Context: an optimization exercise on an open-source flow, tuned for small area. The choices shown serve that exercise and are no tape-out recipe. In this exercise RTL edits were held to simulation tests only and were not proved equivalent to the original. No driver is modelled on the clock port, so clocking that relies on it looks cheaper here than on a real chip.

==> v23: inputs <==
Design guided_stats_top, start of the top module:
module guided_stats_top
(
	input  logic        clk,
	input  logic        rst_n,
	input  logic        in_valid,
	input  logic [7:0]  pix_i,
	input  logic [7:0]  pix_p,
	input  logic [7:0]  old_i,
	input  logic [7:0]  old_p,
	output logic        out_valid,
	output logic [11:0] sum_i,
	output logic [11:0] sum_p,
	output logic [41:0] var_num,
	output logic [41:0] cov_num
);
	logic [3:0] row, col;
	logic last_col, full_win;
	assign last_col = (col == 4'd11);
	assign full_win = (row >= 4'd2) && (col >= 4'd2);
	always_ff @(posedge clk or negedge rst_n) begin
		if (!rst_n) begin
			row <= '0;
			col <= '0;
			out_valid <= 1'b0;
		end else begin
			if (in_valid) begin
				col <= last_col ? 4'd0 : col + 4'd1;
				if (last_col)
					row <= (row == 4'd9) ? 4'd0 : row + 4'd1;
			end
			out_valid <= in_valid && full_win;
		end
	end
	logic [7:0] lb_i [24];
	logic [7:0] lb_p [24];
	always_ff @(posedge clk) begin
		if (in_valid) begin
  ...
export LEC_CHECK = 0
export CAP_MARGIN = 20
export CORE_MARGIN = 2
export CORE_UTILIZATION = 40
export SLEW_MARGIN = 20
create_clock -name core_clock -period 10.0 [get_ports {clk}]
standard.sh (not shown) runs the stock make flow with config.mk's settings and CLKGATE_MAP_FILE= SYNTH_SCRIPT=/design/flow/synth_recipe.tcl, a recipe that flattens the netlist after the stock synthesis.
==> flow/flow/run.sh <==
#!/bin/bash
# Own layout flow: the standard flow (standard.sh) with three changes:
#  - synthesis runs Yosys's synth without its early ABC pass (-noabc), so the explicit
#    full-adder trees of the RTL reach extract_fa as written;
#  - flow/polarity.py then re-picks the polarity of full adders and 2-input gates in the
#    synthesized netlist to drop inverters (registers and ports untouched);
#  - the ports are buffered with buf_1 cells.
set -euo pipefail
work=$(pwd)
res="$work/orfs/results/${FLOW_PLATFORM:-sky130hd}/guided_stats_top/base"
sed 's/yosys synth -nofsm -noshare/yosys synth -nofsm -noshare -noabc/' synth_recipe.tcl > "$work/flow_synth.tcl"
grep -q -- '-noabc' "$work/flow_synth.tcl"
bash standard.sh SYNTH_SCRIPT="$work/flow_synth.tcl" synth > "$work/synth.log" 2>&1
cp "$res/1_2_yosys.v" "$work/yosys_netlist.v"
python3 "$work/flow/polarity.py" "$work/yosys_netlist.v" "$res/1_2_yosys.v" > "$work/polarity.log" 2>&1
rm -f "$res/1_synth.odb"
bash standard.sh BUFFER_PORTS_ARGS="-buffer_cell sky130_fd_sc_hd__buf_1" > "$work/layout.log" 2>&1
Other scripts of this flow, unchanged in this note and not shown: flow/flow/polarity.py
==> inputs of v18, as changes to v23 <==
--- a/flow/config.mk
+++ b/flow/config.mk
@@ -9,3 +9,6 @@
 export CORE_MARGIN = 2
 export CORE_UTILIZATION = 40
+export CTS_BUF_LIST = sky130_fd_sc_hd__clkbuf_16
+export CTS_CLUSTER_DIAMETER = 100
+export CTS_CLUSTER_SIZE = 30
 export SLEW_MARGIN = 20
==> metrics.md <==
| Metric | Value |
|---|---|
| Outcome | complete, no violations |
| First-pass GRT wire length | 116,000 um |
| Avg WL per Cell | 18.9 um |
| Area occupied by multi-input gates | 0.0181 sq mm |
| Num CTS Buffers | 25 |
| Fmax | 0.103 GHz |
the above is filed under v18

==> metrics.md <==
| Metric | Value |
|---|---|
| Num CTS Buffers | 55 |
| Area occupied by multi-input gates | 0.0181 sq mm |
| Avg WL per Cell | 18.8 um |
| Outcome | complete, no violations |
| Non-Clock Buffer Area Fraction | 0.0221 |
| Reg2reg end | w_ip[17]$_DFF_P_ |
| Fmax | 0.103 GHz |
the above is filed under v23


---

==> v39 <==
Another version of the RTL of guided_stats_top (not shown whole).
clock: 10.0 ns
lec_check: 0
cap_margin: 20
core_margin: 2
core_utilization: 65
place_density: 0.8
slew_margin: 20
==> flow/flow/run.sh <==
#!/bin/bash
# Own layout flow: the standard flow (standard.sh) with these changes:
#  - synthesis runs Yosys's synth without its early ABC pass (-noabc), so the explicit
#    full-adder trees of the RTL reach extract_fa as written;
#  - flow/polarity.py then re-picks the polarity of full adders and 2-input gates in the
#    synthesized netlist to drop inverters (registers and ports untouched);
#  - the ports are buffered with buf_1 cells, and the buffers synthesis added are removed
#    before placement (the resizer adds back those it needs);
#  - the clock tree uses larger sink clusters (fewer clock buffers) and no dummy loads.
set -euo pipefail
work=$(pwd)
res="$work/orfs/results/${FLOW_PLATFORM:-sky130hd}/guided_stats_top/base"
sed 's/yosys synth -nofsm -noshare/yosys synth -nofsm -noshare -noabc/' synth_recipe.tcl > "$work/flow_synth.tcl"
grep -q -- '-noabc' "$work/flow_synth.tcl"
bash standard.sh SYNTH_SCRIPT="$work/flow_synth.tcl" synth > "$work/synth.log" 2>&1
cp "$res/1_2_yosys.v" "$work/yosys_netlist.v"
python3 "$work/flow/polarity.py" "$work/yosys_netlist.v" "$res/1_2_yosys.v" > "$work/polarity.log" 2>&1
rm -f "$res/1_synth.odb"
bash standard.sh BUFFER_PORTS_ARGS="-buffer_cell sky130_fd_sc_hd__buf_1" REMOVE_ABC_BUFFERS=1 \
  CTS_ARGS="-sink_clustering_enable -repair_clock_nets -sink_clustering_size 30 -sink_clustering_max_diameter 100 -buf_list sky130_fd_sc_hd__clkbuf_16 -dont_use_dummy_load" > "$work/layout.log" 2>&1
Other scripts of this flow, unchanged in this note and not shown: flow/flow/polarity.py
==> v27: changes against v39 <==
--- a/flow/flow/run.sh
+++ b/flow/flow/run.sh
@@ -1,7 +1,8 @@
 #!/bin/bash
 # Own layout flow: the standard flow (standard.sh) with these changes:
 #  - synthesis runs Yosys's synth without its early ABC pass (-noabc), so the explicit
-#    full-adder trees of the RTL reach extract_fa as written;
+#    full-adder trees of the RTL reach extract_fa as written, and with Yosys's own
+#    (Brent-Kung) carry lookahead for '+' instead of the flow's Kogge-Stone map;
 #  - flow/polarity.py then re-picks the polarity of full adders and 2-input gates in the
 #    synthesized netlist to drop inverters (registers and ports untouched);
 #  - the ports are buffered with buf_1 cells, and the buffers synthesis added are removed
@@ -12,7 +13,7 @@
 res="$work/orfs/results/${FLOW_PLATFORM:-sky130hd}/guided_stats_top/base"
 sed 's/yosys synth -nofsm -noshare/yosys synth -nofsm -noshare -noabc/' synth_recipe.tcl > "$work/flow_synth.tcl"
 grep -q -- '-noabc' "$work/flow_synth.tcl"
-bash standard.sh SYNTH_SCRIPT="$work/flow_synth.tcl" synth > "$work/synth.log" 2>&1
+bash standard.sh SYNTH_SCRIPT="$work/flow_synth.tcl" SYNTH_OPERATIONS_ARGS="-nofsm" synth > "$work/synth.log" 2>&1
 cp "$res/1_2_yosys.v" "$work/yosys_netlist.v"
 python3 "$work/flow/polarity.py" "$work/yosys_netlist.v" "$res/1_2_yosys.v" > "$work/polarity.log" 2>&1
 rm -f "$res/1_synth.odb"
==> summary of the runs <==
- v27 passed the timing, design-rule and antenna checks. v39 passed the timing, design-rule and antenna checks.
- Of v39 and v27, v27 has the higher wire length (gap 1.4%, measured against v27).
- Between v27 and v39, the lower cell area is in v27 (gap about 0.24%, measured against v39).
- Between v39 and v27, the lower critical path depth is in v39 (gap 1).
- In v39 the die area is higher than in v27, by 0.50%.
- Area after synthesis: v27 is smaller than v39 (0.50%).
- Between v27 and v39, the lower fmax is in v27 (gap about 0.54%, measured against v39).
- Of v39 and v27, v27 has the higher global-route usage (gap 0.59 points).
- Cell count: v27 is smaller than v39 (about 1%).
==> figures <==
quantity                                                             v27            v39
Status                                          timing/DRC/antenna clean  timing/DRC/antenna clean
Effective utilization at floorplan                                65.56%         65.62%
Layout filler cell count                                           3,335          3,334
Number of cells in the design after placement                      2,817          2,846
First-pass GRT wire length                                     98,690 um      97,550 um
Post-Syn Instances                                                 1,984          2,029
Number of cells in the finished layout apart from fillers          2,840          2,870
Post-place instance area                                   0.03428 sq mm  0.03434 sq mm
Crit path depth                                                       22             21
Syn Area/Cell                                                16.48 sq um    16.19 sq um
Clock Buffer Count                                                    23             24
Core area                                                  0.04986 sq mm  0.05007 sq mm
Final net count                                                    2,911          2,932
Detailed Route WL                                              61,320 um      60,450 um

-- port drivers added, routing unchanged --
The flow's constraints put no driver on any port. The routed layouts listed below were extracted and timed again, unchanged, in two steps. Step 1, drivers: a clkbuf_16 drives clk and a buf_2 each remaining input, both assumed. Step 2, shift: input delay + t, output delay - t, t = (earliest + latest rising clock arrival at the registers) / 2. This alone moves slack from input paths to output paths. Slacks: ideal ports / drivers / drivers and shift; pairs: ideal ports / drivers.
run	t, ns	setup WS [ns]	hold slack, ns	latest minus earliest clock arrival (ns)	worst register clock-pin slew, ns
v23	0.673	0.258 / 0.198 / 0.238	0.411 / 0.411 / 0.411	0.034 / 0.033	0.06 / 0.06
v18	0.651	0.285 / 0.227 / 0.268	0.418 / 0.418 / 0.418	0.027 / 0.027	0.11 / 0.11
v39	0.617	0.401 / 0.345 / 0.491	0.352 / 0.352 / 0.352	0.039 / 0.039	0.11 / 0.11
v27	0.621	0.349 / 0.295 / 0.426	0.359 / 0.359 / 0.359	0.030 / 0.029	0.11 / 0.11
After both steps setup and hold are still met in every run listed. The setup slack of v23, which loses most, moves by -0.060 ns with the drivers and by -0.020 ns with both steps.
